Context: an optimization exercise on an open-source flow, tuned for small area, a short achievable clock period and few clock cycles per item. The choices shown serve that exercise and are no tape-out recipe. Function was not checked in any run shown here: the RTL went through the layout flow alone. No activity file was given, so power comes from the tool's default toggle rates.

==> run.sh <==
#!/bin/bash
# synth_recipe.tcl (not shown) runs the flow's synth.tcl, then flattens the netlist and writes it again
# the make line also repeats each setting of config.mk as NAME=value (left out here)
make -C /OpenROAD-flow-scripts/flow DESIGN_CONFIG=/design/flow/config.mk WORK_HOME=/design/flow/orfs CLKGATE_MAP_FILE= SYNTH_SCRIPT=/design/flow/synth_recipe.tcl finish
==> config.mk <==
export PLATFORM = sky130hd
export DESIGN_NAME = fat_dir_entry_name_decoder_core
export DESIGN_NICKNAME = fat_dir_entry_name_decoder_core
export VERILOG_FILES = /design/flow/design.v
export SDC_FILE = /design/flow/constraint.sdc
export NUM_CORES = 4
export LEC_CHECK = 0
export CAP_MARGIN = 20
export CORE_MARGIN = 2
export CORE_UTILIZATION = 40
export SETUP_SLACK_MARGIN = 0.3
export SLEW_MARGIN = 20
==> constraint.sdc <==
create_clock -name core_clock -period 6.0 [get_ports {aclk}]
set_input_delay 1.2000 -clock core_clock [delete_from_list [all_inputs] [get_ports {aclk}]]
set_output_delay 1.2000 -clock core_clock [all_outputs]
set_load 0.01 [all_outputs]
==> design.v <==
package fdn_pkg;
    localparam int ENTRY_W     = 256;
    localparam int IN_TDATA_W  = 264;
    localparam int NEW_DIR_BIT = 256;
    localparam int OUT_TDATA_W = 88;
    localparam int SLOTS = 63;
    localparam int UNITS_PER_ENTRY = 13;
    localparam logic [7:0] BYTE_END     = 8'h00;
    localparam logic [7:0] BYTE_DELETED = 8'hE5;
    localparam logic [7:0] BYTE_DOT     = 8'h2E;
    localparam logic [7:0] BYTE_SPACE   = 8'h20;
    localparam logic [7:0] ATTR_LONG    = 8'h0F;
    localparam logic [UNITS_PER_ENTRY*5-1:0] UNIT_OFFSET = {
        5'd30, 5'd28, 5'd24, 5'd22, 5'd20, 5'd18, 5'd16, 5'd14, 5'd9, 5'd7, 5'd5, 5'd3, 5'd1
    };
endpackage
import fdn_pkg::*;
module fdn_short_name (
    input  logic             clk,
    input  logic             load,         
    input  logic [10:0][7:0] name_bytes,
    input  logic             step,         
    output logic [7:0]       first_char,   
    output logic             first_last,   
    output logic [7:0]       next_char,    
    output logic             next_last     
);
    logic [6:0][7:0] stem_reg;     
    logic [2:0][7:0] ext_reg;      
    logic            has_ext_reg;
    logic            in_ext_reg;   
    logic has_ext;
    assign has_ext = (name_bytes[8] != BYTE_SPACE);
    always_comb begin
        if (name_bytes[0] != BYTE_SPACE) begin
            first_char = name_bytes[0];
            first_last = (name_bytes[1] != BYTE_SPACE) ? (name_bytes[1] == 8'h00) : !has_ext;
        end else begin
            first_char = has_ext ? BYTE_DOT : 8'h00;
            first_last = !has_ext || (name_bytes[8] == 8'h00);
        end
    end
    always_comb begin
        if (!in_ext_reg) begin
            if (stem_reg[0] != BYTE_SPACE) begin
                next_char = stem_reg[0];
                next_last = (stem_reg[1] != BYTE_SPACE) ? (stem_reg[1] == 8'h00) : !has_ext_reg;
            end else begin
                next_char = BYTE_DOT;
                next_last = (ext_reg[0] == 8'h00);
            end
        end else begin
            next_char = ext_reg[0];
            next_last = (ext_reg[1] == BYTE_SPACE) || (ext_reg[1] == 8'h00);
        end
    end
    always_ff @(posedge clk) begin
        if (load) begin
            stem_reg    <= name_bytes[7:1];
            ext_reg     <= name_bytes[10:8];
            has_ext_reg <= has_ext;
            in_ext_reg  <= (name_bytes[0] == BYTE_SPACE);
        end else if (step) begin
            if (!in_ext_reg) begin
                if (stem_reg[0] == BYTE_SPACE) begin
                    in_ext_reg <= 1'b1;
                end else begin
                    stem_reg <= {BYTE_SPACE, stem_reg[6:1]};
                end
            end else begin
                ext_reg <= {BYTE_SPACE, ext_reg[2:1]};
            end
        end
    end
endmodule
import fdn_pkg::*;
module fdn_name_ram (
    input  logic                clk,
    input  logic                clear,
    input  logic [SLOTS-1:0]    wr_en,
    input  logic [12:0][7:0]    wr_unit,      
    input  logic [5:0]          rd_addr,
    output logic [7:0]          rd_ahead,     
    output logic [7:0]          slot0,
    output logic [7:0]          slot1
);
    logic [SLOTS-1:0][7:0] mem;
    logic [12:0][7:0]      wr_data;
    always_comb begin
        for (int u = 0; u < UNITS_PER_ENTRY; u++) begin
            wr_data[u] = clear ? 8'h00 : wr_unit[u];
        end
    end
    always_ff @(posedge clk) begin
        for (int p = 0; p < SLOTS; p++) begin
            if (wr_en[p] || clear) begin
                mem[p] <= wr_data[p % UNITS_PER_ENTRY];
            end
        end
    end
    logic [63:0][7:0] mem_ahead;
    assign mem_ahead = {24'h000000, mem[SLOTS-1:2]};
    assign rd_ahead  = mem_ahead[rd_addr];
    assign slot0     = mem[0];
    assign slot1     = mem[1];
endmodule
import fdn_pkg::*;
module fat_dir_entry_name_decoder_core #(
    parameter int NAME_CAPACITY = 64
) (
    input  logic                           aclk,
    input  logic                           aresetn,
    input  logic                           s_tvalid,
    output logic                           s_tready,
    input  logic [fdn_pkg::IN_TDATA_W-1:0] s_tdata,
    output logic                            m_tvalid,
    input  logic                            m_tready,
    output logic [fdn_pkg::OUT_TDATA_W-1:0] m_tdata,
    output logic                            m_tlast
);
    logic [5:0] len_reg;
    logic [3:0] nu_reg;           
    logic [2:0] nseq_reg;         
    logic       pending_reg;
    logic       ended_reg;
    logic       pre_done_reg;     
    logic       peek_reg;         
    logic        ob_valid_reg;
    logic        long_reg;        
    logic        eod_reg;
    logic [5:0]  pos_reg;
    logic [5:0]  lim2_reg;        
    logic [7:0]  char_reg;        
    logic        last_reg;        
    logic [7:0]  nxt_reg;         
    logic        isdir_reg;
    logic [31:0] size_reg;
    logic [31:0] clus_reg;
    logic [31:0][7:0] b;
    logic             new_dir;
    logic [7:0]       b0;
    logic [7:0]       attr;
    logic [4:0]       seq;
    logic             is_end, is_del, is_lfn, is_skip, is_vis;
    logic             drop;
    logic             pending_eff;
    assign b       = s_tdata[ENTRY_W-1:0];
    assign new_dir = s_tdata[NEW_DIR_BIT];
    assign b0      = b[0];
    assign attr    = b[11];
    assign seq     = b0[4:0];
    assign is_end  = (b0 == BYTE_END);
    assign is_del  = !is_end && (b0 == BYTE_DELETED);
    assign is_lfn  = !is_end && !is_del && (attr == ATTR_LONG);
    assign is_skip = !is_end && !is_del && !is_lfn && (attr[3] || (b0 == BYTE_DOT));
    assign is_vis  = !is_end && !is_del && !is_lfn && !is_skip;
    assign drop        = ended_reg & ~new_dir;
    assign pending_eff = pending_reg & ~new_dir;
    logic [12:0][7:0] unit_lo;
    logic [12:0]      unit_ok;      
    logic [3:0]       n_units;      
    logic             seq_in;       
    assign seq_in = (seq != 5'd0) && (seq <= 5'd5);
    always_comb begin
        logic        run;
        logic [15:0] u16;
        run = 1'b1;
        n_units = '0;
        for (int u = 0; u < UNITS_PER_ENTRY; u++) begin
            u16 = {b[UNIT_OFFSET[u*5 +: 5] + 1], b[UNIT_OFFSET[u*5 +: 5]]};
            unit_lo[u] = u16[7:0];
            if (u16 == 16'h0000 || u16 == 16'hFFFF) run = 1'b0;
            if (u >= 11 && seq == 5'd5) run = 1'b0;
            unit_ok[u] = run;
            if (run) n_units = 4'(u + 1);
        end
    end
    logic [5:0] nbase;
    logic [5:0] nlen;
    logic [5:0] len_cur;
    always_comb begin
        case (nseq_reg)
            3'd1:    nbase = 6'd0;
            3'd2:    nbase = 6'd13;
            3'd3:    nbase = 6'd26;
            3'd4:    nbase = 6'd39;
            default: nbase = 6'd52;
        endcase
        nlen    = (nseq_reg != 3'd0 && nu_reg != 4'd0) ? nbase + 6'(nu_reg) : 6'd0;
        len_cur = (nlen > len_reg) ? nlen : len_reg;
    end
    logic       take, adv, fin, player_free;
    logic       long_busy;
    assign take        = ob_valid_reg & m_tready;
    assign adv         = take & ~last_reg;
    assign fin         = take & last_reg;
    assign player_free = ~ob_valid_reg | fin;
    assign long_busy   = ob_valid_reg & long_reg & ~last_reg;
    logic lfn_safe;
    logic harmless;
    always_comb begin
        lfn_safe = 1'b1;
        if (long_busy) begin
            case (seq)
                5'd1: lfn_safe = (pos_reg >= 6'd13);
                5'd2: lfn_safe = (pos_reg >= 6'd26) || (lim2_reg < 6'd12);
                5'd3: lfn_safe = (pos_reg >= 6'd39) || (lim2_reg < 6'd25);
                5'd4: lfn_safe = (pos_reg >= 6'd52) || (lim2_reg < 6'd38);
                5'd5: lfn_safe = (lim2_reg < 6'd51);
                default: lfn_safe = 1'b1;
            endcase
        end
        harmless = !new_dir && (drop || is_del || is_skip || (is_lfn && lfn_safe));
    end
    assign s_tready = (player_free & (~new_dir | pre_done_reg)) | peek_reg;
    logic s_fire;
    logic act;        
    logic load;       
    logic clear;
    assign s_fire = s_tvalid & s_tready;
    assign act    = s_fire & ~drop;
    assign load   = act & (is_end | is_vis);
    assign clear  = ~aresetn | (s_tvalid & new_dir & ~pre_done_reg & ~long_busy);
    logic [SLOTS-1:0] wr_en;
    logic [7:0]       rd_ahead;
    logic [7:0]       slot0;
    logic [7:0]       slot1;
    always_comb begin
        for (int p = 0; p < SLOTS; p++) begin
            wr_en[p] = act && is_lfn && (seq == 5'(p / UNITS_PER_ENTRY + 1)) &&
                       unit_ok[p % UNITS_PER_ENTRY];
        end
    end
    fdn_name_ram u_name_ram (
        .clk      (aclk),
        .clear    (clear),
        .wr_en    (wr_en),
        .wr_unit  (unit_lo),
        .rd_addr  (pos_reg),
        .rd_ahead (rd_ahead),
        .slot0    (slot0),
        .slot1    (slot1)
    );
    logic [7:0] sn_first;
    logic       sn_first_last;
    logic [7:0] sn_next;
    logic       sn_next_last;
    fdn_short_name u_short_name (
        .clk        (aclk),
        .load       (load),
        .name_bytes (b[10:0]),
        .step       (adv & ~long_reg),
        .first_char (sn_first),
        .first_last (sn_first_last),
        .next_char  (sn_next),
        .next_last  (sn_next_last)
    );
    always_ff @(posedge aclk) begin
        if (!aresetn) begin
            len_reg      <= '0;
            nu_reg       <= '0;
            nseq_reg     <= '0;
            pending_reg  <= 1'b0;
            ended_reg    <= 1'b0;
            ob_valid_reg <= 1'b0;
            pre_done_reg <= 1'b0;
            peek_reg     <= 1'b0;
        end else begin
            if (act) begin
                if (is_lfn) begin
                    pending_reg <= 1'b1;
                    len_reg     <= new_dir ? 6'd0 : len_cur;
                    nu_reg      <= n_units;
                    nseq_reg    <= seq_in ? seq[2:0] : 3'd0;
                    ended_reg   <= 1'b0;
                end else begin
                    pending_reg <= 1'b0;
                    len_reg     <= '0;
                    nu_reg      <= '0;
                    nseq_reg    <= '0;
                    ended_reg   <= is_end;
                end
            end
            ob_valid_reg <= load | (ob_valid_reg & ~fin);
            pre_done_reg <= (pre_done_reg | (s_tvalid & new_dir & ~long_busy)) & ~s_fire;
            peek_reg     <= s_tvalid & ~s_fire & harmless;
        end
    end
    always_ff @(posedge aclk) begin
        if (load) begin
            pos_reg   <= '0;
            long_reg  <= is_vis & pending_eff;
            eod_reg   <= is_end;
            lim2_reg  <= len_cur - 6'd2;
            nxt_reg   <= slot1;
            isdir_reg <= is_vis & attr[4];
            size_reg  <= is_vis ? {b[31], b[30], b[29], b[28]} : 32'd0;
            clus_reg  <= is_vis ? {b[21], b[20], b[27], b[26]} : 32'd0;
            if (is_end) begin
                char_reg <= 8'h00;
                last_reg <= 1'b1;
            end else if (pending_eff) begin
                char_reg <= (len_cur == 6'd0) ? 8'h00 : slot0;
                last_reg <= (len_cur <= 6'd1) || (slot0 == 8'h00) || (slot1 == 8'h00);
            end else begin
                char_reg <= sn_first;
                last_reg <= sn_first_last;
            end
        end else if (adv) begin
            pos_reg <= pos_reg + 6'd1;
            if (long_reg) begin
                char_reg <= nxt_reg;
                nxt_reg  <= rd_ahead;
                last_reg <= (pos_reg == lim2_reg) || (rd_ahead == 8'h00);
            end else begin
                char_reg <= sn_next;
                last_reg <= sn_next_last;
            end
        end
    end
    assign m_tvalid = ob_valid_reg;
    assign m_tlast  = last_reg;
    assign m_tdata  = {7'd0, eod_reg, clus_reg, size_reg, isdir_reg, long_reg, pos_reg, char_reg};
endmodule
==> metrics.cfg, run 1 <==
[setup_path]
worstPathMaxFanout=10
cp-start-kind=input port
r2r_slack_ns=1.19
crit_slowest_cell=nor3_1
path_depth=11
path_buf_inv=3
r2r_start=nseq_reg[2]$_SDFFE_PN0P_
critPathRequiredTime_ns=6.25
reg2reg_depth=17
r2r-end=char_reg[4]$_DFFE_PP_
cp-end-kind=register
crit_type=input port to register
cpMostUsedCell=buf_4
crit_family=simple AND/OR/NAND/NOR gates
crit_path_cell_trace=clkdlybuf4s50_1 > nand4_1 > nor4_1 > nor3_1 > nand4b_1 > nor2_1 > buf_4 > nand2_1 > o21ai_1 > buf_4 > nor2b_1
arrival_ns=5.22
max_stage_delay_ns=0.89

[clock_tree]
post-cts-setup-buffer-count=0
cts_tree=yes
cts.sinks=700
clock_latency_ns=0.63
cts.clk_slew.worst_paths_ns=0.06
clk_path_buf_depth=3
htreeDepth=3
holdBufCountCts=0
post_cts_resized=0
cts_inserted_buffers=77
root_buffer=clkbuf_16

[routing]
drtPass1Iterations=6
final_antenna_net_count=0
drt-total-wl_um=106000
post_drt_wl_per_cell_um=30.0
vias_per_cell=5.96
vias=21118
dr.first_iter.drc_count=2689
drc=0

[synthesis]
synth-seq-cells=700
netlist_instances=2107
syn_avg_cell_area_um2=14.7
synth_warnings=3
yosys-top-cells-area=edfxtp_1 (66%), mux4_2 (8.4%), nand2_1 (3.0%)
synthDistinctLibCells=93
async_reset_ff_share_pct=0
synth_edf_count=676
synthesis.area_mm2=0.0309
synthFlopType=edfxtp_1
yosysTopAreaCell=edfxtp_1
synth_top_area_share_pct=65.7
synth_seq_area_share_pct=67.3

[timing]
fin_worst_skew_ns=0.0248
finalCritPeriodShare_pct=82.8
fin_ws_ns=1.03
slew_viol_final=0
min_period_ns=4.97
tightest_slew_ns=1.19
rsz0062_at_grt=no
fmax_mhz=201
setup-tns-final_ns=0
setup_violations=0
relSlewSlack_pct=20.7
finalHoldViolCount=0

[global_route]
grt_usage_pct=26.6
grt_overflow_total=0
grt_pass1_vias=20572
antenna_found_initial=1
grt_max_degree=81
grt_pass1_wl_um=149000

[worst_hold_path]
min-delay-path-class=register to register
hold_end=pending_reg$_SDFFE_PN0P_
whs_path_depth=2
hold_start=pending_reg$_SDFFE_PN0P_

[finish]
area_growth_pct=23.2
finish.utilization_pct=49.9
largest_reg_flops=504
final_common_cell=edfxtp_1
layout_common_cells=edfxtp_1 (676), clkdlybuf4s50_1 (328), nand2_1 (250)
regArea_mm2=0.0208
multi_input_area_mm2=0.00942
post-route-cell-area_mm2=0.0380
nets=2735
nFillCells=6464
drive_gt1_share_pct=13.1

[place]
port_buffers=328
place_hpwl_um=76500
placed_area_mm2=0.0354
place.gp.congestion=0.989
pre_cts_slack_ns=0.436

[floorplanning]
rows=101
dieArea_mm2=0.0794
core-area_mm2=0.0762
pin_count=359
die-height_um=282
dieWidth_um=282
initial_core_util_pct=40.5

[job]
cap_violations=0

[power_and_ir_drop]
finalPower_uw=12200
peakVddDrop_v=0.000213
power_frac_comb_pct=10.7
intPower_uw=9290
swShare_pct=23.8
pwr-share-seq_pct=48.8
p_clk_share_pct=40.5
p_switching_uw=2900
power_density_mw_per_mm2=320
p_leak_uw=0.0135

[outcome]
outcome=finished clean

power groups by stage:
stage               combinational [µW]  clock (µW)  sequential [µW]
floorplan                          660           0             5940
global placement                  1280           0             6030
detailed placement                1290           0             6040
CTS                               1300        4980             5940
global route                      1370        5160             5970
finish                            1310        4940             5940
cell families (layout without fill, tap and decap cells):
| group | Yosys count | in the layout | synth area share (%) |
|---|---|---|---|
| muxes | 165 | 165 | 10.1 |
| xor gates and xnor gates | 16 | 16 | 0.454 |
| and+or+nand+nor | 814 | 814 | 13.8 |
| buffers and inverters | 164 | 563 | 2.46 |
| adders and majority gates | 15 | 15 | 0.632 |
| DFF | 700 | 700 | 67.3 |
| other | 1 | 8 | 0.0121 |
| AOI/OAI and AO/OA | 232 | 232 | 5.24 |
worst max-delay path by stage:
stage               slack [ns]                                  to                     start
floorplan                 1.07  u_short_name.stem_reg[0]$_DFFE_PP_                  m_tready
global placement          0.57       u_name_ram.mem[500]$_DFFE_PP_               s_tdata[61]
detailed placement        0.44       u_name_ram.mem[500]$_DFFE_PP_               s_tdata[61]
CTS                       1.09       u_name_ram.mem[497]$_DFFE_PP_               s_tdata[61]
global route              0.85               char_reg[4]$_DFFE_PP_  nseq_reg[2]$_SDFFE_PN0P_
finish                    1.03       u_name_ram.mem[497]$_DFFE_PP_               s_tdata[61]
cells in the mapped netlist, types with 6 or more instances:
cell / n
or4_1: 6
and4_1: 9
mux2i_1: 33
a32oi_1: 6
o21ai_0: 45
a21o_1: 8
a31oi_1: 9
dfxtp_1: 24
o211ai_1: 6
o22ai_1: 9
o221ai_1: 10
nand2_1: 250
edfxtp_1: 676
a211oi_1: 6
nor2b_1: 28
xor2_1: 7
clkbuf_1: 52
inv_1: 34
mux2_2: 15
and2_1: 128
nor4_1: 74
or3_1: 7
xnor2_1: 9
a22oi_1: 7
nor2_1: 101
nand3_1: 17
nand2b_1: 11
mux4_2: 115
a221o_1: 8
buf_2: 48
buf_4: 16
nand4_1: 64
ha_1: 14
nor3_1: 22
and3_1: 75
a21oi_1: 45
o21ai_1: 17
tightest hold or removal path: cells and delay by family, from the launching register on:
| family | cells | cell delay (ns) |
|---|---|---|
| flip-flops | 1 | 0.32 |
| AND/OR/NAND/NOR | 1 | 0.05 |
| AO/OA/AOI/OAI | 1 | 0.07 |
stage by stage:
| step | std cells | hold WS [ns] |
|---|---|---|
| global route | 3542 | 0.520 |
| CTS | 3542 | 0.500 |
| floorplan | 2113 | 0.452 |
| finish | 3543 | 0.497 |
| global placement | 3403 | 0.475 |
| detailed placement | 3403 | 0.487 |
layer usage:
| metal | track usage (%) | share of wire [%] | up-vias |
|---|---|---|---|
| met5 | 0 | 0 | - |
| met4 | 10.6 | 4.1 | 0 |
| met3 | 4.38 | 8.9 | 181 |
| met2 | 43.0 | 48 | 1252 |
| met1 | 35.8 | 39 | 10777 |
| li1 | - | - | 8908 |
final cells by class:
type,count,area share [%]
Antenna cell,1,0.00658
Sequential cell,700,54.7
Multi-Input combinational cell,1249,24.8
Clock inverter,42,1.31
Inverter,40,0.408
Timing Repair Buffer,384,9.90
Clock buffer,97,5.54
Tap cell,1030,3.39
==> inputs of run 2 (changes only) <==
--- a/config.mk
+++ b/config.mk
@@ -5,8 +5,9 @@
 export SDC_FILE = /design/flow/constraint.sdc
 export NUM_CORES = 4
 export LEC_CHECK = 0
+export ABC_CLOCK_PERIOD_IN_PS = 3500
 export CAP_MARGIN = 20
 export CORE_MARGIN = 2
 export CORE_UTILIZATION = 40
-export SETUP_SLACK_MARGIN = 0.3
+export SETUP_SLACK_MARGIN = 2.5
 export SLEW_MARGIN = 20
==> metrics.cfg, run 2 <==
[routing]
drtPass1Iterations=6  ; unchanged
drc=0  ; unchanged
drt-total-wl_um=110000  ; +3.8%
post_drt_wl_per_cell_um=30.5  ; +1.9%
dr.first_iter.drc_count=2563  ; -4.7%
final_antenna_net_count=0  ; unchanged
vias_per_cell=6.01  ; +0.76%
vias=21669  ; +2.6%

[finish]
drive_gt1_share_pct=20.3  ; +7.1 points
area_growth_pct=27.5
multi_input_area_mm2=0.0102  ; +8.3%
layout_common_cells=edfxtp_1 (676), clkdlybuf4s50_1 (300), nand2_1 (244)
nets=2803  ; +2.5%
regArea_mm2=0.0208  ; about the same
final_common_cell=edfxtp_1
finalNonFillerCells=3608  ; +1.8%
nFillCells=6295  ; -2.6%
largest_reg_flops=504  ; unchanged

[clock_tree]
cts.sinks=700  ; unchanged
cts.clk_slew.worst_paths_ns=0.06  ; about the same
holdBufCountCts=0  ; unchanged
root_buffer=clkbuf_16
cts_inserted_buffers=76  ; -1.3%
clk_path_buf_depth=3  ; unchanged
cts_tree=yes
clock_latency_ns=0.64  ; about the same
htreeDepth=3  ; unchanged

[synthesis]
synth_warnings=3  ; unchanged
synth_top_area_share_pct=65.7  ; unchanged
synth_edf_count=676  ; unchanged
synthFlopType=edfxtp_1
netlist_instances=2107  ; unchanged
yosys-top-cells-count=edfxtp_1 (676), nand2_1 (250), and2_1 (128)
synthDistinctLibCells=93  ; unchanged
async_reset_ff_share_pct=0  ; unchanged
synthesis.area_mm2=0.0309  ; unchanged
yosysTopAreaCell=edfxtp_1
yosys-top-cells-area=edfxtp_1 (66%), mux4_2 (8.4%), nand2_1 (3.0%)
synth_seq_area_share_pct=67.3  ; unchanged
synth-seq-cells=700  ; unchanged
synth_most_common_cell=edfxtp_1
syn_avg_cell_area_um2=14.7  ; unchanged

[setup_path]
cp-end-kind=register
crit_path_cell_trace=buf_4 > nand2_2 > nand2_2 > ha_1 > a21o_1 > a21oi_2 > xor2_2 > nor2_1 > ha_1 > a21oi_2 > nor2b_4 > o31a_4 > o211ai_4 > a32oi_4 > a211oi_4 > a31oi_4 > a221o_1
arrival_ns=4.54  ; -0.68 ns
crit_type=register to register
crit_slowest_cell=o31a_4
max_stage_delay_ns=0.39  ; -0.50 ns
crit_family=compound AO/OA/AOI/OAI gates
cp-start-kind=register
worstPathMaxFanout=7  ; -3
path_buf_inv=1  ; -2
critPathRequiredTime_ns=6.39  ; +0.14 ns

[power_and_ir_drop]
peakVddDrop_v=0.000182  ; -15%
power_density_mw_per_mm2=304  ; -5.3%
finalPower_uw=12000  ; -1.9%
p_leak_uw=0.0142  ; +4.9%

[place]
port_buffers=328  ; unchanged
pre_cts_slack_ns=0.950  ; +0.514 ns
place_hpwl_um=77300  ; +0.95%
dp.cells=3403  ; unchanged
place.gp.congestion=0.914  ; -7.6%

[timing]
fin_ws_ns=1.84  ; +0.810 ns
relSlewSlack_pct=33.1  ; +12 points
finalCritPeriodShare_pct=69.3  ; -14 points
min_period_ns=4.16  ; -0.810 ns
rsz0062_at_grt=yes
finalHoldViolCount=0  ; unchanged
slew_viol_final=0  ; unchanged
setup-tns-final_ns=0  ; unchanged
setup_violations=0  ; unchanged
tightest_slew_ns=0.999  ; -0.190 ns
fmax_mhz=240  ; +19%
fin_worst_skew_ns=0.0262  ; +0.00134 ns

[floorplanning]
dieWidth_um=282  ; unchanged
rows=101  ; unchanged
die-height_um=282  ; unchanged
core-area_mm2=0.0762  ; unchanged
initial_core_util_pct=40.5  ; unchanged
pin_count=359  ; unchanged
dieArea_mm2=0.0794  ; unchanged

[global_route]
grt_max_degree=75  ; -7.4%
grt_usage_pct=27.4  ; +0.79 points
grt_overflow_total=0  ; unchanged
grt_pass1_wl_um=153000  ; +2.6%
grt_pass1_vias=21050  ; +2.3%
antenna_found_initial=5  ; +4

[worst_hold_path]
min-delay-path-class=register to register

[outcome]
outcome=finished clean

[job]
cap_violations=0  ; unchanged

run 2: area by class of cell:
type / count / area share (%)
Antenna cell: 2 / 0.0127
Clock buffer: 91 / 5.05
Clock inverter: 43 / 1.08
Inverter: 40 / 0.442
Multi-Input combinational cell: 1250 / 25.9
Sequential cell: 700 / 52.8
Tap cell: 1030 / 3.27
Timing Repair Buffer: 452 / 11.4
run 2: per-stage QoR:
step                      area, µm²  util, %  hold WS (ns)
after floorplan               31100        -         0.452
after global placement        35500     46.6         0.471
after detailed placement      35500     46.6         0.479
final                         39400     51.7         0.484
after CTS                     38800     50.9         0.484
after global routing          39400     51.7         0.522
run 2: power breakdown:
part	internal, µW	switching [µW]	total [µW]
sequential	5780	161	5940
clock	2610	2020	4630
combinational	581	799	1380
total	8970	2980	12000
run 2: worst paths after layout:
path                              end  cells after the start  slack, ns                      from
min reg2reg  pending_reg$_SDFFE_PN0P_                      2       0.48  pending_reg$_SDFFE_PN0P_
max             char_reg[4]$_DFFE_PP_                     17       1.84  nseq_reg[2]$_SDFFE_PN0P_
min          pending_reg$_SDFFE_PN0P_                      2       0.48  pending_reg$_SDFFE_PN0P_
max reg2reg     char_reg[4]$_DFFE_PP_                     17       1.84  nseq_reg[2]$_SDFFE_PN0P_
run 2: timing repair:
action | in CTS | in global routing
endpoints found under the setup margin | 795 | 436
pin swaps | 28 | 29
gates cloned | 1 | 1
gates resized for setup | 133 | 75
setup buffers | 35 | 32
run 2: kinds of logic after synthesis:
| logic type | after synthesis | synth area share, % |
|---|---|---|
| AO/OA/AOI/OAI | 232 | 5.24 |
| XOR/XNOR | 16 | 0.454 |
| adder cells (fa/ha/maj) | 15 | 0.632 |
| buffers and inverters | 164 | 2.46 |
| flip-flops | 700 | 67.3 |
| multiplexers | 165 | 10.1 |
| other | 1 | 0.0121 |
| AND/OR/NAND/NOR | 814 | 13.8 |
run 2: metal layers:
layer | track usage [%] | vias up | wire, µm
met5 | 0 | - | 13
met4 | 11.5 | 2 | 5280
met3 | 4.45 | 226 | 9440
met2 | 45.1 | 1281 | 53700
met1 | 36.0 | 11105 | 41700
li1 | - | 9055 | -
run 2: worst min-delay path, stage by stage, from the launching register on:
cell      delay, ns
dfxtp_1        0.32
nand2_1        0.05
a21boi_0       0.06
==> inputs of run 3 (changes only) <==
--- a/design.v
+++ b/design.v
@@ -129,7 +129,7 @@
     logic        long_reg;        
     logic        eod_reg;
     logic [5:0]  pos_reg;
-    logic [5:0]  lim2_reg;        
+    logic [5:0]  lim_reg;         
     logic [7:0]  char_reg;        
     logic        last_reg;        
     logic [7:0]  nxt_reg;         
@@ -177,7 +177,10 @@
     end
     logic [5:0] nbase;
     logic [5:0] nlen;
+    logic       nlen_zero;
     logic [5:0] len_cur;
+    logic       len_zero;
+    logic       len_le1;
     always_comb begin
         case (nseq_reg)
             3'd1:    nbase = 6'd0;
@@ -186,9 +189,12 @@
             3'd4:    nbase = 6'd39;
             default: nbase = 6'd52;
         endcase
-        nlen    = (nseq_reg != 3'd0 && nu_reg != 4'd0) ? nbase + 6'(nu_reg) : 6'd0;
-        len_cur = (nlen > len_reg) ? nlen : len_reg;
     end
+    assign nlen_zero = (nseq_reg == 3'd0) || (nu_reg == 4'd0);
+    assign nlen      = nlen_zero ? 6'd0 : nbase + 6'(nu_reg);
+    assign len_cur   = (nlen > len_reg) ? nlen : len_reg;
+    assign len_zero  = (len_reg == 6'd0) && nlen_zero;
+    assign len_le1   = (len_reg <= 6'd1) && (nlen_zero || (nseq_reg == 3'd1 && nu_reg == 4'd1));
     logic       take, adv, fin, player_free;
     logic       long_busy;
     assign take        = ob_valid_reg & m_tready;
@@ -203,10 +209,10 @@
         if (long_busy) begin
             case (seq)
                 5'd1: lfn_safe = (pos_reg >= 6'd13);
-                5'd2: lfn_safe = (pos_reg >= 6'd26) || (lim2_reg < 6'd12);
-                5'd3: lfn_safe = (pos_reg >= 6'd39) || (lim2_reg < 6'd25);
-                5'd4: lfn_safe = (pos_reg >= 6'd52) || (lim2_reg < 6'd38);
-                5'd5: lfn_safe = (lim2_reg < 6'd51);
+                5'd2: lfn_safe = (pos_reg >= 6'd26) || (lim_reg <= 6'd13);
+                5'd3: lfn_safe = (pos_reg >= 6'd39) || (lim_reg <= 6'd26);
+                5'd4: lfn_safe = (pos_reg >= 6'd52) || (lim_reg <= 6'd39);
+                5'd5: lfn_safe = (lim_reg <= 6'd52);
                 default: lfn_safe = 1'b1;
             endcase
         end
@@ -291,7 +297,7 @@
             pos_reg   <= '0;
             long_reg  <= is_vis & pending_eff;
             eod_reg   <= is_end;
-            lim2_reg  <= len_cur - 6'd2;
+            lim_reg   <= len_cur;
             nxt_reg   <= slot1;
             isdir_reg <= is_vis & attr[4];
             size_reg  <= is_vis ? {b[31], b[30], b[29], b[28]} : 32'd0;
@@ -300,8 +306,8 @@
                 char_reg <= 8'h00;
                 last_reg <= 1'b1;
             end else if (pending_eff) begin
-                char_reg <= (len_cur == 6'd0) ? 8'h00 : slot0;
-                last_reg <= (len_cur <= 6'd1) || (slot0 == 8'h00) || (slot1 == 8'h00);
+                char_reg <= len_zero ? 8'h00 : slot0;
+                last_reg <= len_le1 || (slot0 == 8'h00) || (slot1 == 8'h00);
             end else begin
                 char_reg <= sn_first;
                 last_reg <= sn_first_last;
@@ -311,7 +317,7 @@
             if (long_reg) begin
                 char_reg <= nxt_reg;
                 nxt_reg  <= rd_ahead;
-                last_reg <= (pos_reg == lim2_reg) || (rd_ahead == 8'h00);
+                last_reg <= (pos_reg + 6'd2 == lim_reg) || (rd_ahead == 8'h00);
             end else begin
                 char_reg <= sn_next;
                 last_reg <= sn_next_last;
--- a/config.mk
+++ b/config.mk
@@ -5,9 +5,9 @@
 export SDC_FILE = /design/flow/constraint.sdc
 export NUM_CORES = 4
 export LEC_CHECK = 0
-export ABC_CLOCK_PERIOD_IN_PS = 3500
+export ABC_CLOCK_PERIOD_IN_PS = 3300
 export CAP_MARGIN = 20
 export CORE_MARGIN = 2
 export CORE_UTILIZATION = 40
-export SETUP_SLACK_MARGIN = 2.5
+export SETUP_SLACK_MARGIN = 2.7
 export SLEW_MARGIN = 20
==> metrics.cfg, run 3 <==
[synthesis]
synth_seq_area_share_pct=68.3  ; +1.0 points
synth_top_area_share_pct=66.7  ; +0.99 points
syn_avg_cell_area_um2=15.0  ; +2.1%
yosysTopAreaCell=edfxtp_1
synth_most_common_cell=edfxtp_1
synth_edf_count=676  ; unchanged
yosys-top-cells-area=edfxtp_1 (67%), mux4_2 (8.2%), nand2_1 (3.1%)
yosys-top-cells-count=edfxtp_1 (676), nand2_1 (250), and2_1 (124)
netlist_instances=2034  ; -3.5%
synth-seq-cells=700  ; unchanged
synthDistinctLibCells=73  ; -22%
async_reset_ff_share_pct=0  ; unchanged
synth_warnings=3  ; unchanged
synthFlopType=edfxtp_1
synthesis.area_mm2=0.0304  ; -1.5%

[timing]
finalCritPeriodShare_pct=57.6  ; -12 points
setup-tns-final_ns=0  ; unchanged
fin_ws_ns=2.54  ; +0.703 ns
min_period_ns=3.46  ; -0.703 ns
finalHoldViolCount=0  ; unchanged
whs_ns=0.490  ; +0.00593 ns
setup_violations=0  ; unchanged
rsz0062_at_grt=yes
tightest_slew_ns=1.10  ; +0.106 ns
fmax_mhz=289  ; +20%
relSlewSlack_pct=26.3  ; -6.8 points
fin_worst_skew_ns=0.0270  ; +0.000784 ns
slew_viol_final=0  ; unchanged

[clock_tree]
clk_path_buf_depth=3  ; unchanged
cts.clk_slew.worst_paths_ns=0.05  ; about the same
cts.sinks=700  ; unchanged
cts_tree=yes
root_buffer=clkbuf_16
clock_latency_ns=0.63  ; about the same
cts_inserted_buffers=74  ; -2.6%
htreeDepth=3  ; unchanged
holdBufCountCts=0  ; unchanged

[place]
pre_cts_slack_ns=1.01  ; +0.0628 ns
place.gp.congestion=0.925  ; +1.2%
place_hpwl_um=73900  ; -4.4%
port_buffers=328  ; unchanged

[routing]
final_antenna_net_count=0  ; unchanged
vias_per_cell=6.02  ; +0.26%
drt-total-wl_um=106000  ; -3.7%
drc=0  ; unchanged
vias=20877  ; -3.7%
drtPass1Iterations=6  ; unchanged
dr.first_iter.drc_count=2373  ; -7.4%
post_drt_wl_per_cell_um=30.6  ; +0.21%

[global_route]
grt_pass1_vias=20334  ; -3.4%
top_usage_layer=met2
globalRouteMet2Util_pct=44.6  ; -0.50 points
grt_max_degree=80  ; +6.7%
grt_usage_pct=26.7  ; -0.61 points
grtUsageMet3_pct=4.64  ; +0.19 points
grt_pass1_wl_um=148000  ; -3.3%
grt_overflow_total=0  ; unchanged
antenna_found_initial=4  ; -1
gr-usage-met1_pct=35.8  ; -0.19 points

[finish]
final_common_cell=edfxtp_1
layout_common_cells=edfxtp_1 (676), nand2_1 (240), clkdlybuf4s50_1 (200)
area_growth_pct=28.4
antenna_cells=0  ; -2
nets=2719  ; -3.0%
largest_reg_flops=504  ; unchanged
drive_gt1_share_pct=20.4  ; +0.19 points
finish.utilization_pct=51.7  ; about the same

[power_and_ir_drop]
peakVddDrop_v=0.000179  ; -1.4%
p_leak_uw=0.0145  ; +1.8%
power_density_mw_per_mm2=306  ; +0.74%
finalPower_uw=12000  ; about the same

[job]
cap_violations=0  ; unchanged

[floorplanning]
pin_count=359  ; unchanged
dieWidth_um=280  ; -0.73%
initial_core_util_pct=40.3  ; -0.27 points
rows=101  ; unchanged
die-height_um=280  ; -0.73%
dieArea_mm2=0.0783  ; -1.5%
core-area_mm2=0.0756  ; -0.83%

[setup_path]
critPathRequiredTime_ns=6.50  ; +0.11 ns
arrival_ns=3.96  ; -0.58 ns
crit_type=register to register
cp-end-kind=register
worstPathMaxFanout=6  ; -1
cp-start-kind=register

[outcome]
outcome=finished clean

[worst_hold_path]
min-delay-path-class=register to register

-- run 3: logic make-up after synthesis --
| kind of cell | Yosys count | synth area share, % |
|---|---|---|
| and+or+nand+nor | 750 | 13.1 |
| DFF | 700 | 68.3 |
| AOI/OAI and AO/OA | 271 | 5.69 |
| buffers and inverters | 150 | 2.34 |
| muxes | 133 | 9.44 |
| adders and majority gates | 17 | 0.724 |
| xor gates and xnor gates | 12 | 0.345 |
| other | 1 | 0.0123 |
-- run 3: power breakdown --
part	internal, µW	leakage, µW	total (µW)	switching (µW)
Combinational	574	0.00620	1420	848
Sequential	5780	0.00709	5910	133
Clock	2710	0.00116	4620	1910
-- run 3: final cells by class --
type / count / area (µm²)
clock buffer: 100 / 2060
clock inverter: 31 / 347
fill: 6205 / 36500
inverter: 23 / 103
multi-input combinational: 1191 / 10000
sequential: 700 / 20800
tap: 978 / 1220
timing repair buffer: 444 / 4530
-- run 3: final timing paths --
check	start	cells after the start	endpoint	slack (ns)
worst max-delay path	nseq_reg[1]$_SDFFE_PN0P_	20	len_reg[0]$_SDFFE_PN0P_	2.54
worst min-delay path	pending_reg$_SDFFE_PN0P_	2	pending_reg$_SDFFE_PN0P_	0.49
worst max register to register	nseq_reg[1]$_SDFFE_PN0P_	20	len_reg[0]$_SDFFE_PN0P_	2.54
worst min register to register	pending_reg$_SDFFE_PN0P_	2	pending_reg$_SDFFE_PN0P_	0.49
-- run 3: metal layers --
metal / part of all wire (%) / up-vias
li1: - / 8807
met1: 39 / 10762
met2: 49 / 1154
met3: 9.0 / 152
met4: 3.2 / 2
met5: 0.012 / -
-- run 3: through the flow --
stage / area [µm²] / std cells
global placement: 35200 / 3258
CTS: 38700 / 3453
finish: 39100 / 3467
global route: 39100 / 3467
detailed placement: 35200 / 3258
floorplan: 31000 / 2040
-- run 3: repair_timing --
item                       in CTS  in global routing
resized for setup             179                144
setup endpoints to repair    1205                447
hold endpoints to repair        0                  0
pin swaps                      46                 38
cloned                          2                  0
setup buffers                  62                 14
-- run 3: critical path: stages (launching register included) --
cell      delay, ns
dfxtp_4        0.35
nand2b_4       0.14
nor2b_4        0.12
nor2_1         0.10
ha_2           0.20
inv_2          0.04
fa_2           0.33
inv_1          0.06
a21o_1         0.12
a21oi_2        0.06
xnor2_1        0.19
nor2_1         0.09
ha_1           0.32
and3_4         0.22
a221oi_4       0.28
a41oi_2        0.06
buf_6          0.15
buf_6          0.11
mux2i_4        0.17
a22oi_1        0.15
nor2b_1        0.07
==> inputs of run 4 (changes only) <==
==> flow/run.sh (new file) <==
#!/bin/bash
# The standard layout, with the port buffers that buffer_ports inserts made
# plain buffers (sky130_fd_sc_hd__buf_2) instead of the cell it picks by itself.
# Everything else is the standard flow, run through the standard.sh.
set -euo pipefail
export BUFFER_PORTS_ARGS="-buffer_cell sky130_fd_sc_hd__buf_2"
bash standard.sh > standard_flow.log 2>&1
==> standard.sh (new file) <==
#!/bin/bash
# synth_recipe.tcl (not shown) runs the flow's synth.tcl, then flattens the netlist and writes it again
# the make line also repeats each setting of config.mk as NAME=value (left out here)
make -C /OpenROAD-flow-scripts/flow DESIGN_CONFIG=/design/flow/config.mk WORK_HOME=/design/flow/orfs CLKGATE_MAP_FILE= SYNTH_SCRIPT=/design/flow/synth_recipe.tcl "${@:-finish}"
removed: run.sh
==> metrics.cfg, run 4 <==
[setup_path]
r2r_start=nseq_reg[1]$_SDFFE_PN0P_
critPathRequiredTime_ns=6.52  ; +0.02 ns
r2r_slack_ns=2.60  ; +0.06 ns
cp-end-kind=register
crit_type=register to register
worstPathMaxFanout=6  ; unchanged
reg2reg_depth=19  ; -5.0%
cp-start-kind=register
arrival_ns=3.92  ; -0.04 ns
r2r-end=len_reg[3]$_SDFFE_PN0P_

[power_and_ir_drop]
peakVddDrop_v=0.000179  ; -0.28%
p_leak_uw=0.0136  ; -6.1%
finalPower_uw=11600  ; -2.7%
power_density_mw_per_mm2=314  ; +2.8%

[floorplanning]
die-height_um=280  ; unchanged
core-area_mm2=0.0756  ; unchanged
dieWidth_um=280  ; unchanged
pin_count=359  ; unchanged
rows=101  ; unchanged
dieArea_mm2=0.0783  ; unchanged
initial_core_util_pct=40.3  ; unchanged

[synthesis]
yosys-top-cells-count=edfxtp_1 (676), nand2_1 (250), and2_1 (124)
netlist_instances=2034  ; unchanged
synthesis.area_mm2=0.0304  ; unchanged
synthDistinctLibCells=73  ; unchanged
synth_seq_area_share_pct=68.3  ; unchanged
syn_avg_cell_area_um2=15.0  ; unchanged
synthFlopType=edfxtp_1
synth_top_area_share_pct=66.7  ; unchanged
synth_most_common_cell=edfxtp_1
synth_warnings=3  ; unchanged
synth_edf_count=676  ; unchanged
yosys-top-cells-area=edfxtp_1 (67%), mux4_2 (8.2%), nand2_1 (3.1%)
async_reset_ff_share_pct=0  ; unchanged
yosysTopAreaCell=edfxtp_1
synth-seq-cells=700  ; unchanged

[clock_tree]
cts.clk_slew.worst_paths_ns=0.06  ; about the same
root_buffer=clkbuf_16
cts.sinks=700  ; unchanged
clock_latency_ns=0.64  ; about the same
holdBufCountCts=0  ; unchanged
htreeDepth=3  ; unchanged
clk_path_buf_depth=3  ; unchanged
cts_inserted_buffers=74  ; unchanged
cts_tree=yes

[routing]
final_antenna_net_count=0  ; unchanged
drc=0  ; unchanged
drt-total-wl_um=103000  ; -2.8%
vias=20557  ; -1.5%
dr.first_iter.drc_count=2421  ; +2.0%
vias_per_cell=5.98  ; -0.70%
drtPass1Iterations=5  ; -1
post_drt_wl_per_cell_um=30.0  ; -2.0%

[timing]
slew_viol_final=0  ; unchanged
finalHoldViolCount=0  ; unchanged
fmax_mhz=294  ; +1.7%
setup_violations=0  ; unchanged
min_period_ns=3.40  ; -0.0580 ns
rsz0062_at_grt=yes
fin_worst_skew_ns=0.0314  ; +0.00449 ns
finalCritPeriodShare_pct=56.6  ; -0.97 points
relSlewSlack_pct=30.6  ; +4.3 points
setup-tns-final_ns=0  ; unchanged
tightest_slew_ns=1.03  ; -0.0738 ns
whs_ns=0.516  ; +0.0262 ns

[finish]
nFillCells=6373  ; +2.7%
nets=2691  ; -1.0%
antenna_cells=0  ; unchanged
layout_common_cells=edfxtp_1 (676), buf_2 (327), nand2_1 (242)
largest_reg_flops=504  ; unchanged
multi_input_area_mm2=0.00995  ; -0.67%
regArea_mm2=0.0208  ; about the same
area_growth_pct=21.5
finish.utilization_pct=48.9  ; -2.8 points
final_common_cell=edfxtp_1
drive_gt1_share_pct=31.9  ; +11 points

[global_route]
antenna_found_initial=5  ; +1
grt_max_degree=114  ; +43%
grt_pass1_wl_um=143000  ; -2.9%
grt_overflow_total=0  ; unchanged
grt_usage_pct=25.9  ; -0.84 points
grt_pass1_vias=19984  ; -1.7%

[job]
cap_violations=0  ; unchanged

[place]
place_hpwl_um=72300  ; -2.1%
place.gp.congestion=0.917  ; -0.82%
port_buffers=328  ; unchanged

[worst_hold_path]
min-delay-path-class=register to register
hold_end=pending_reg$_SDFFE_PN0P_
whs_path_depth=2  ; unchanged
hold_start=pending_reg$_SDFFE_PN0P_

[outcome]
outcome=finished clean

==> run 4: cell types whose count changed in the layout (fill, tap and decap cells not counted), moves of 6 or more <==
cell,previous run,this run
buf_2,1,327
clkdlybuf4s15_1,16,0
nor2_4,14,7
dlygate4sd2_1,30,0
clkbuf_2,12,0
clkdlybuf4s50_1,200,0
clkbuf_1,21,11
nor2_1,38,44
dlymetal6s2s_1,68,0
buf_4,87,63
==> run 4: what timing repair did <==
action	CTS	global route
setup endpoints to repair	537	453
buffers inserted	38	20
pin swaps	21	10
cloned	0	2
resized for setup	82	32
==> run 4: worst max path at each step <==
stage	start	endpoint
finish	nseq_reg[1]$_SDFFE_PN0P_	len_reg[3]$_SDFFE_PN0P_
global route	nseq_reg[1]$_SDFFE_PN0P_	len_reg[3]$_SDFFE_PN0P_
CTS	pos_reg[0]$_SDFFE_PP0P_	last_reg$_DFFE_PP_
detailed placement	s_tdata[11]	u_name_ram.mem[276]$_DFFE_PP_
global placement	s_tdata[11]	u_name_ram.mem[274]$_DFFE_PP_
floorplan	m_tready	u_short_name.stem_reg[0]$_DFFE_PP_
==> run 4: power by group <==
part	leakage, µW	total (µW)	switching (µW)	internal (µW)
combinational	0.00537	1320	836	489
sequential	0.00708	5910	134	5780
clock	0.00111	4380	1910	2470
==> run 4: layout make-up <==
| cell class | count | area share, % |
|---|---|---|
| timing repair buffer | 416 | 7.03 |
| tap | 978 | 3.31 |
| clock inverter | 44 | 1.00 |
| multi-input combinational | 1191 | 26.9 |
| inverter | 23 | 0.264 |
| sequential | 700 | 56.3 |
| clock buffer | 86 | 5.19 |
==> run 4: kinds of logic after synthesis <==
group                    synth area share, %
other                                 0.0123
AND/OR/NAND/NOR                         13.1
AO/OA/AOI/OAI                           5.69
adder cells (fa/ha/maj)                0.724
buffers and inverters                   2.34
multiplexers                            9.44
flip-flops                              68.3
XOR/XNOR                               0.345
==> run 4: routing by layer <==
layer,global-route usage (%),wire length (µm)
met2,43.1,50200
met5,0,13
met1,34.9,40700
met3,4.62,8790
met4,7.57,3380
==> run 4: critical path, stage by stage (launching register included) <==
cell and delay, ns:
dfxtp_4 0.36, nand2b_4 0.15, nor2b_4 0.12, nor2_1 0.09, ha_2 0.20, inv_2 0.04, fa_2 0.34, inv_2 0.05
a21o_1 0.12, a21oi_2 0.07, xnor2_2 0.14, nor2_2 0.17, ha_4 0.23, and3_4 0.18, a221oi_2 0.28, a41oi_2 0.06
buf_6 0.16, mux2_4 0.32, a22oi_2 0.12, nor2b_1 0.08
==> run 4: through the flow <==
| stage | std cells | setup WS, ns | instance area, µm² |
|---|---|---|---|
| 3_3_place_gp | 3248 | 1.13 | 33500 |
| 5_1_grt | 3438 | 2.46 | 37000 |
| 3_5_place_dp | 3248 | 1.10 | 33500 |
| 2_1_floorplan | 2040 | 2.37 | 31000 |
| 6_report | 3438 | 2.60 | 37000 |
| 4_1_cts | 3416 | 2.53 | 36600 |
==> inputs of run 5 (changes only) <==
--- a/design.v
+++ b/design.v
@@ -119,8 +119,7 @@
     output logic                            m_tlast
 );
     logic [5:0] len_reg;
-    logic [3:0] nu_reg;           
-    logic [2:0] nseq_reg;         
+    logic [5:0] nlen_reg;         
     logic       pending_reg;
     logic       ended_reg;
     logic       pre_done_reg;     
@@ -159,8 +158,7 @@
     logic [12:0][7:0] unit_lo;
     logic [12:0]      unit_ok;      
     logic [3:0]       n_units;      
-    logic             seq_in;       
-    assign seq_in = (seq != 5'd0) && (seq <= 5'd5);
+    logic [5:0]       end_in;       
     always_comb begin
         logic        run;
         logic [15:0] u16;
@@ -174,27 +172,25 @@
             unit_ok[u] = run;
             if (run) n_units = 4'(u + 1);
         end
+        if (n_units == 4'd0) begin
+            end_in = 6'd0;
+        end else begin
+            case (seq)
+                5'd1:    end_in = 6'(n_units);
+                5'd2:    end_in = 6'd13 + 6'(n_units);
+                5'd3:    end_in = 6'd26 + 6'(n_units);
+                5'd4:    end_in = 6'd39 + 6'(n_units);
+                5'd5:    end_in = 6'd52 + 6'(n_units);
+                default: end_in = 6'd0;
+            endcase
+        end
     end
-    logic [5:0] nbase;
-    logic [5:0] nlen;
-    logic       nlen_zero;
     logic [5:0] len_cur;
     logic       len_zero;
     logic       len_le1;
-    always_comb begin
-        case (nseq_reg)
-            3'd1:    nbase = 6'd0;
-            3'd2:    nbase = 6'd13;
-            3'd3:    nbase = 6'd26;
-            3'd4:    nbase = 6'd39;
-            default: nbase = 6'd52;
-        endcase
-    end
-    assign nlen_zero = (nseq_reg == 3'd0) || (nu_reg == 4'd0);
-    assign nlen      = nlen_zero ? 6'd0 : nbase + 6'(nu_reg);
-    assign len_cur   = (nlen > len_reg) ? nlen : len_reg;
-    assign len_zero  = (len_reg == 6'd0) && nlen_zero;
-    assign len_le1   = (len_reg <= 6'd1) && (nlen_zero || (nseq_reg == 3'd1 && nu_reg == 4'd1));
+    assign len_cur  = (nlen_reg > len_reg) ? nlen_reg : len_reg;
+    assign len_zero = (len_reg == 6'd0) && (nlen_reg == 6'd0);
+    assign len_le1  = (len_reg <= 6'd1) && (nlen_reg <= 6'd1);
     logic       take, adv, fin, player_free;
     logic       long_busy;
     assign take        = ob_valid_reg & m_tready;
@@ -264,8 +260,7 @@
     always_ff @(posedge aclk) begin
         if (!aresetn) begin
             len_reg      <= '0;
-            nu_reg       <= '0;
-            nseq_reg     <= '0;
+            nlen_reg     <= '0;
             pending_reg  <= 1'b0;
             ended_reg    <= 1'b0;
             ob_valid_reg <= 1'b0;
@@ -276,14 +271,12 @@
                 if (is_lfn) begin
                     pending_reg <= 1'b1;
                     len_reg     <= new_dir ? 6'd0 : len_cur;
-                    nu_reg      <= n_units;
-                    nseq_reg    <= seq_in ? seq[2:0] : 3'd0;
+                    nlen_reg    <= end_in;
                     ended_reg   <= 1'b0;
                 end else begin
                     pending_reg <= 1'b0;
                     len_reg     <= '0;
-                    nu_reg      <= '0;
-                    nseq_reg    <= '0;
+                    nlen_reg    <= '0;
                     ended_reg   <= is_end;
                 end
             end
==> run.sh (new file) <==
#!/bin/bash
# synth_recipe.tcl (not shown) runs the flow's synth.tcl, then flattens the netlist and writes it again
# the make line also repeats each setting of config.mk as NAME=value (left out here)
make -C /OpenROAD-flow-scripts/flow DESIGN_CONFIG=/design/flow/config.mk WORK_HOME=/design/flow/orfs CLKGATE_MAP_FILE= SYNTH_SCRIPT=/design/flow/synth_recipe.tcl finish
removed: flow/run.sh
removed: standard.sh
==> metrics.cfg, run 5 <==
[timing]
fin_worst_skew_ns=0.0339  ; +0.00247 ns
min_period_ns=3.58  ; +0.177 ns
setup-tns-final_ns=0  ; unchanged
setup_violations=0  ; unchanged
rsz0062_at_grt=yes
finalHoldViolCount=0  ; unchanged
fin_ws_ns=2.42  ; -0.177 ns
relSlewSlack_pct=18.5  ; -12 points
finalCritPeriodShare_pct=59.6  ; +2.9 points
slew_viol_final=0  ; unchanged
fmax_mhz=280  ; -4.9%
tightest_slew_ns=1.22  ; +0.191 ns

[synthesis]
yosysTopAreaCell=edfxtp_1
synthFlopType=edfxtp_1
synth-seq-cells=699  ; -0.14%
yosys-top-cells-count=edfxtp_1 (676), nand2_1 (284), and2_1 (125)
yosys-top-cells-area=edfxtp_1 (66%), mux4_2 (8.9%), nand2_1 (3.5%)
syn_avg_cell_area_um2=14.7  ; -1.5%
synth_edf_count=676  ; unchanged
synth_warnings=3  ; unchanged
synthDistinctLibCells=78  ; +6.8%
synth_seq_area_share_pct=68.0  ; -0.31 points
async_reset_ff_share_pct=0  ; unchanged
netlist_instances=2073  ; +1.9%
synth_top_area_share_pct=66.5  ; -0.24 points
synthesis.area_mm2=0.0305  ; +0.36%
synth_most_common_cell=edfxtp_1

[floorplanning]
dieArea_mm2=0.0786  ; +0.35%
rows=101  ; unchanged
core-area_mm2=0.0757  ; +0.17%
pin_count=359  ; unchanged
dieWidth_um=280  ; +0.18%
initial_core_util_pct=40.3  ; +0.077 points
die-height_um=280  ; +0.18%

[finish]
nets=2792  ; +3.8%
final_common_cell=edfxtp_1
antenna_cells=0  ; unchanged
area_growth_pct=29.1
drive_gt1_share_pct=23.8  ; -8.1 points
post-route-cell-area_mm2=0.0394  ; +6.7%
finish.utilization_pct=52.1  ; +3.2 points
layout_common_cells=edfxtp_1 (676), nand2_1 (274), clkdlybuf4s50_1 (146)
largest_reg_flops=504  ; unchanged

[setup_path]
crit_end=nlen_reg[4]$_SDFFE_PN0P_
r2r_slack_ns=2.76  ; +0.16 ns
r2r-end=last_reg$_DFFE_PP_
reg2reg_depth=10  ; -9
cp-end-kind=register
startpoint=s_tdata[131]
arrival_ns=4.06  ; +0.14 ns
r2r_start=pos_reg[0]$_SDFFE_PP0P_
worstPathMaxFanout=4  ; -2
cp-start-kind=input port
critPathRequiredTime_ns=6.48  ; -0.04 ns
crit_type=input port to register

[place]
place.gp.congestion=0.907  ; -1.1%
place_hpwl_um=71500  ; -1.1%
placed_area_mm2=0.0352  ; +5.1%
pre_cts_slack_ns=0.736  ; -0.360 ns
port_buffers=328  ; unchanged

[routing]
drtPass1Iterations=6  ; +1
drc=0  ; unchanged
dr.first_iter.drc_count=2447  ; +1.1%
vias=20908  ; +1.7%
final_antenna_net_count=0  ; unchanged
drt-total-wl_um=102000  ; -1.1%
vias_per_cell=5.92  ; -1.0%
post_drt_wl_per_cell_um=28.9  ; -3.8%

[outcome]
outcome=finished clean

[clock_tree]
clock_latency_ns=0.63  ; about the same
htreeDepth=3  ; unchanged
cts.sinks=699  ; -0.14%
cts_tree=yes
cts.clk_slew.worst_paths_ns=0.06  ; about the same
cts_inserted_buffers=74  ; unchanged
root_buffer=clkbuf_16
holdBufCountCts=0  ; unchanged
clk_path_buf_depth=3  ; unchanged

[global_route]
grt_pass1_wl_um=143000  ; -0.46%
grt_overflow_total=0  ; unchanged
grt_usage_pct=25.3  ; -0.58 points
antenna_found_initial=2  ; -3
grt_max_degree=92  ; -19%
grt_pass1_vias=20450  ; +2.3%

[power_and_ir_drop]
p_leak_uw=0.0145  ; +6.8%
peakVddDrop_v=0.000181  ; +1.0%
power_density_mw_per_mm2=306  ; -2.8%

[job]
cap_violations=0  ; unchanged

[worst_hold_path]
min-delay-path-class=register to register

==> run 5: cell count changes after synthesis, sizes merged, moves of 5 or more <==
cell,previous run,this run
nand2,250,285
o21ai,82,52
nor2,55,71
a211oi,1,12
buf,53,43
ha,16,25
a21oi,60,67
a31oi,7,14
clkbuf,74,80
inv,23,29
nor4,76,70
nand3,15,20
or3,10,5
==> run 5: worst max-delay path, cell delays in order <==
cell and delay [ns]:
dlygate4sd2_1 0.27, nor4_1 0.22, and4_2 0.32, buf_6 0.11
a211oi_2 0.03, buf_4 0.18, o2111ai_4 0.26, o211ai_1 0.17
o21ba_4 0.29, buf_4 0.13, ha_4 0.13, inv_1 0.05
a21oi_2 0.10, o22ai_1 0.09, a221o_1 0.27, a31oi_1 0.16
nor3_1 0.07
==> run 5: power by group <==
| part | switching (µW) | internal [µW] |
|---|---|---|
| clock network | 1910 | 2760 |
| logic | 868 | 611 |
| registers | 127 | 5780 |
| total | 2900 | 9150 |
==> run 5: repair_timing <==
| item | 4_1_cts | 5_1_grt |
|---|---|---|
| gates cloned | 2 | 6 |
| endpoints found under the setup margin | 1003 | 440 |
| setup buffers | 50 | 37 |
| resized for setup | 440 | 87 |
| pin swaps | 62 | 43 |
==> run 5: cell families (layout without fill, tap and decap cells) <==
group                    count (synthesis)  in the layout  synth area share (%)
AND/OR/NAND/NOR                        782            782                  13.2
buffers and inverters                  153            629                  2.32
AO/OA/AOI/OAI                          273            273                  5.91
multiplexers                           131            131                  9.24
flip-flops                             699            699                  68.0
XOR/XNOR                                 9              9                 0.258
other                                    1              7                0.0123
adder cells (fa/ha/maj)                 25             25                  1.02
==> run 5: final cells by class <==
class	instances	area (µm²)
clock buffer	86	1950
clock inverter	46	508
fill	6248	36300
inverter	30	129
multi-input combinational	1227	10300
sequential	699	20800
tap	978	1220
timing repair buffer	465	4500
timing repair inverter	2	17.5
==> run 5: metrics by stage <==
stage / cells / total power (µW) / hold slack, ns
floorplan: 2079 / 6650 / 0.452
global placement: 3304 / 7320 / 0.473
detailed placement: 3305 / 7350 / 0.487
CTS: 3489 / 12000 / 0.501
global route: 3533 / 12400 / 0.538
finish: 3533 / 12100 / 0.499
==> run 5: how the worst min path moves through the flow <==
| stage | from | to | slack (ns) | depth (start not counted) |
|---|---|---|---|---|
| global route | nlen_reg[2]$_SDFFE_PN0P_ | nlen_reg[2]$_SDFFE_PN0P_ | 0.54 | 2 |
| CTS | ended_reg$_SDFFE_PN0P_ | ended_reg$_SDFFE_PN0P_ | 0.50 | 2 |
| floorplan | nlen_reg[2]$_SDFFE_PN0P_ | nlen_reg[2]$_SDFFE_PN0P_ | 0.45 | 2 |
| finish | nlen_reg[2]$_SDFFE_PN0P_ | nlen_reg[2]$_SDFFE_PN0P_ | 0.50 | 2 |
| global placement | ended_reg$_SDFFE_PN0P_ | ended_reg$_SDFFE_PN0P_ | 0.47 | 2 |
| detailed placement | ended_reg$_SDFFE_PN0P_ | ended_reg$_SDFFE_PN0P_ | 0.49 | 2 |
==> run 5: metal layers <==
layer	GRT usage (%)	up-vias	share of wire, %
met5	0	-	0
met4	7.95	0	3.0
met3	3.86	163	7.5
met2	42.8	1057	51
met1	33.7	10707	39
li1	-	8981	-
==> inputs of run 6 (changes only) <==
--- a/config.mk
+++ b/config.mk
@@ -5,9 +5,9 @@
 export SDC_FILE = /design/flow/constraint.sdc
 export NUM_CORES = 4
 export LEC_CHECK = 0
-export ABC_CLOCK_PERIOD_IN_PS = 3300
+export ABC_CLOCK_PERIOD_IN_PS = 2800
 export CAP_MARGIN = 20
 export CORE_MARGIN = 2
 export CORE_UTILIZATION = 40
-export SETUP_SLACK_MARGIN = 2.7
+export SETUP_SLACK_MARGIN = 3.2
 export SLEW_MARGIN = 20
==> metrics.cfg, run 6 <==
[synthesis]
async_reset_ff_share_pct=0  ; unchanged
synthFlopType=edfxtp_1
syn_avg_cell_area_um2=14.7  ; unchanged
synth_edf_count=676  ; unchanged
synth_adder_area_share_pct=1.02  ; unchanged
synthesis.area_mm2=0.0305  ; unchanged
yosys-top-cells-area=edfxtp_1 (66%), mux4_2 (8.9%), nand2_1 (3.5%)
netlist_instances=2073  ; unchanged
synthDistinctLibCells=78  ; unchanged
yosys-top-cells-count=edfxtp_1 (676), nand2_1 (284), and2_1 (125)
synth_warnings=3  ; unchanged
synth_top_family_by_area=simple AND/OR/NAND/NOR gates
synth_most_common_cell=edfxtp_1
synth_top_area_share_pct=66.5  ; unchanged
synth-seq-cells=699  ; unchanged
muxShareOfSynthArea_pct=9.24  ; unchanged
synth-simple-area-share_pct=13.2  ; unchanged
synth_compound_area_share_pct=5.91  ; unchanged
yosysTopAreaCell=edfxtp_1
synth_seq_area_share_pct=68.0  ; unchanged
synth_xor_area_share_pct=0.258  ; unchanged

[power_and_ir_drop]
swShare_pct=25.1  ; +0.98 points
p_clk_share_pct=37.0  ; -1.8 points
intPower_uw=9000  ; -1.6%
power_density_mw_per_mm2=292  ; -4.4%
power_frac_comb_pct=13.9  ; +1.6 points
p_switching_uw=3010  ; +3.7%
p_leak_uw=0.0152  ; +5.2%
peakVddDrop_v=0.000183  ; +1.3%
pwr-share-seq_pct=49.1  ; about the same

[clock_tree]
cts.clk_slew.worst_paths_ns=0.06  ; about the same
htreeDepth=3  ; unchanged
clock_latency_ns=0.62  ; about the same
root_buffer=clkbuf_16
clk_path_buf_depth=3  ; unchanged
cts_inserted_buffers=74  ; unchanged
cts.sinks=699  ; unchanged
cts_tree=yes

[setup_path]
cpMostUsedCell=buf_4
worstPathMaxFanout=3  ; -1
crit_type=input port to register
arrival_ns=4.12  ; +0.06 ns
critPathRequiredTime_ns=6.54  ; +0.06 ns
cp-start-kind=input port
crit_family=buffers and inverters
crit_path_cell_trace=clkdlybuf4s15_1 > nand4_1 > nor4_4 > nor2_4 > buf_4 > nand3b_1 > o211ai_1 > buf_4 > buf_4 > buf_4 > buf_4 > buf_4 > buf_4 > buf_4 > buf_4 > a311o_1 > o22a_1 > o31ai_1
cp-end-kind=register
max_stage_delay_ns=0.37  ; +0.05 ns
path_buf_inv=10  ; +5
crit_slowest_cell=nor4_4

[finish]
regArea_mm2=0.0208  ; about the same
final_common_cell=edfxtp_1
nFillCells=6029  ; -3.5%
layout_common_cells=edfxtp_1 (676), nand2_1 (269), buf_4 (134)
post-route-cell-area_mm2=0.0411  ; +4.3%
finalNonFillerCells=3632  ; +2.8%
nets=2889  ; +3.5%
area_growth_pct=34.6
multi_input_area_mm2=0.0109  ; +5.9%
drive_gt1_share_pct=31.7  ; +7.9 points
largest_reg_flops=504  ; unchanged

[global_route]
grt_max_degree=68  ; -26%
grt_pass1_wl_um=150000  ; +5.2%
grt_overflow_total=0  ; unchanged
grt_usage_pct=26.7  ; +1.4 points
antenna_found_initial=4  ; +2
grt_pass1_vias=21441  ; +4.8%

[timing]
setup-tns-final_ns=0  ; unchanged
fin_worst_skew_ns=0.0180  ; -0.0159 ns
finalCritPeriodShare_pct=59.7  ; +0.14 points
min_period_ns=3.58  ; +0.00858 ns
relSlewSlack_pct=37.2  ; +19 points
tightest_slew_ns=0.938  ; -0.284 ns
setup_violations=0  ; unchanged
finalHoldViolCount=0  ; unchanged
fmax_mhz=279  ; -0.24%
fin_ws_ns=2.42  ; -0.00858 ns
slew_viol_final=0  ; unchanged
rsz0062_at_grt=yes

[place]
dp.cells=3302  ; -0.091%
port_buffers=328  ; unchanged
pre_cts_slack_ns=0.805  ; +0.0696 ns
place.gp.congestion=0.897  ; -1.1%
placed_area_mm2=0.0352  ; about the same
place_hpwl_um=70600  ; -1.2%

[routing]
vias_per_cell=5.98  ; +1.0%
drt-total-wl_um=107000  ; +4.9%
final_antenna_net_count=0  ; unchanged
drc=0  ; unchanged
drtPass1Iterations=7  ; +1
post_drt_wl_per_cell_um=29.4  ; +2.0%
dr.first_iter.drc_count=2432  ; -0.61%
vias=21719  ; +3.9%

[floorplanning]
core-area_mm2=0.0757  ; unchanged
dieArea_mm2=0.0786  ; unchanged
dieWidth_um=280  ; unchanged
initial_core_util_pct=40.3  ; unchanged
rows=101  ; unchanged
die-height_um=280  ; unchanged
pin_count=359  ; unchanged

[outcome]
outcome=finished clean

[worst_hold_path]
min-delay-path-class=register to register

[job]
cap_violations=0  ; unchanged

==> run 6: routing by layer <==
| layer | share of wire, % | global-route usage (%) | up-vias |
|---|---|---|---|
| met1 | 39 | 34.9 | 11170 |
| met2 | 50 | 45.1 | 1187 |
| met3 | 7.8 | 4.53 | 193 |
| met4 | 3.7 | 8.99 | 0 |
| met5 | 0 | 0 | - |
| li1 | - | - | 9169 |
==> run 6: cell families after synthesis <==
| kind of cell | Yosys count |
|---|---|
| adder cells (fa/ha/maj) | 25 |
| XOR/XNOR | 9 |
| flip-flops | 699 |
| buffers and inverters | 153 |
| multiplexers | 131 |
| other | 1 |
| AO/OA/AOI/OAI | 273 |
| AND/OR/NAND/NOR | 782 |
==> run 6: area by class of cell <==
cell class,count,area share (%)
Sequential cell,699,50.6
Multi-Input combinational cell,1228,26.6
Timing Repair Buffer,562,13.9
Clock buffer,94,4.87
Tap cell,978,2.98
Clock inverter,39,0.743
Inverter,30,0.396
Timing Repair inverter,1,0.0213
Antenna cell,1,0.00609
==> run 6: stage by stage <==
step / power [µW] / util, % / hold slack, ns
finish: 12000 / 54.3 / 0.509
detailed placement: 7350 / 46.5 / 0.492
floorplan: 6650 / - / 0.452
global placement: 7320 / 46.5 / 0.470
global route: 12300 / 54.3 / 0.532
CTS: 11900 / 53.1 / 0.506
==> run 6: timing repair <==
item | 4_1_cts | 5_1_grt
buffers inserted | 127 | 52
hold buffers | 0 | 0
cloned | 15 | 2
endpoints found under the setup margin | 1371 | 1209
resized for setup | 724 | 177
pin swaps | 116 | 81
==> run 6: path summary, 6_finish.rpt <==
| kind | start | end | slack (ns) | depth (start not counted) |
|---|---|---|---|---|
| hold reg to reg | ended_reg$_SDFFE_PN0P_ | ended_reg$_SDFFE_PN0P_ | 0.51 | 2 |
| setup / recovery | s_tdata[54] | nlen_reg[3]$_SDFFE_PN0P_ | 2.42 | 18 |
| setup reg to reg | pos_reg[0]$_SDFFE_PP0P_ | last_reg$_DFFE_PP_ | 2.97 | 11 |
| hold / removal | ended_reg$_SDFFE_PN0P_ | ended_reg$_SDFFE_PN0P_ | 0.51 | 2 |
==> run 6: power by group through the flow <==
| stage | sequential [µW] | clock [µW] | combinational [µW] |
|---|---|---|---|
| floorplan | 5940 | 0 | 713 |
| CTS | 5890 | 4480 | 1560 |
| global route | 5920 | 4680 | 1740 |
| detailed placement | 6010 | 0 | 1340 |
| finish | 5890 | 4450 | 1670 |
| global placement | 6000 | 0 | 1320 |
==> run 6: worst reg2reg max path: cells and delay by family, from the launching register on <==
family / cells / cell delay [ns]
AO/OA/AOI/OAI: 5 / 0.84
AND/OR/NAND/NOR: 2 / 0.62
multiplexers: 1 / 0.56
buffers and inverters: 3 / 0.43
flip-flops: 1 / 0.40

[what the ideal ports hide]
In the flow no input, the clock included, has a driving cell. The finished layouts below were timed again as built, in two steps.
Step 1, drivers: a clkbuf_16 drives aclk and a buf_2 each remaining input, both assumed.
Step 2 times the ports against the registers' clock, not the clock port: input delays grow and output delays shrink by t, the midpoint of the rising clock arrivals with the driver on.
Slacks: ideal ports / drivers / drivers and shift; pairs: ideal ports / drivers.
| run | t, ns | setup WS [ns] | worst hold slack (ns) |
|---|---|---|---|
| run 1 | 0.681 | 1.030 / 1.045 / 0.364 | 0.497 / 0.497 / 0.497 |
| run 2 | 0.690 | 1.841 / 1.841 / 1.776 | 0.484 / 0.484 / 0.484 |
| run 3 | 0.679 | 2.543 / 2.543 / 2.048 | 0.490 / 0.490 / 0.490 |
| run 4 | 0.688 | 2.601 / 2.601 / 2.106 | 0.516 / 0.516 / 0.516 |
| run 5 | 0.676 | 2.424 / 2.455 / 1.779 | 0.499 / 0.499 / 0.499 |
| run 6 | 0.682 | 2.416 / 2.429 / 1.747 | 0.509 / 0.509 / 0.509 |
After both steps every run listed still meets setup and hold. The setup slack of run 6, which loses most, moves by +0.013 ns with the drivers and by -0.669 ns with both steps.
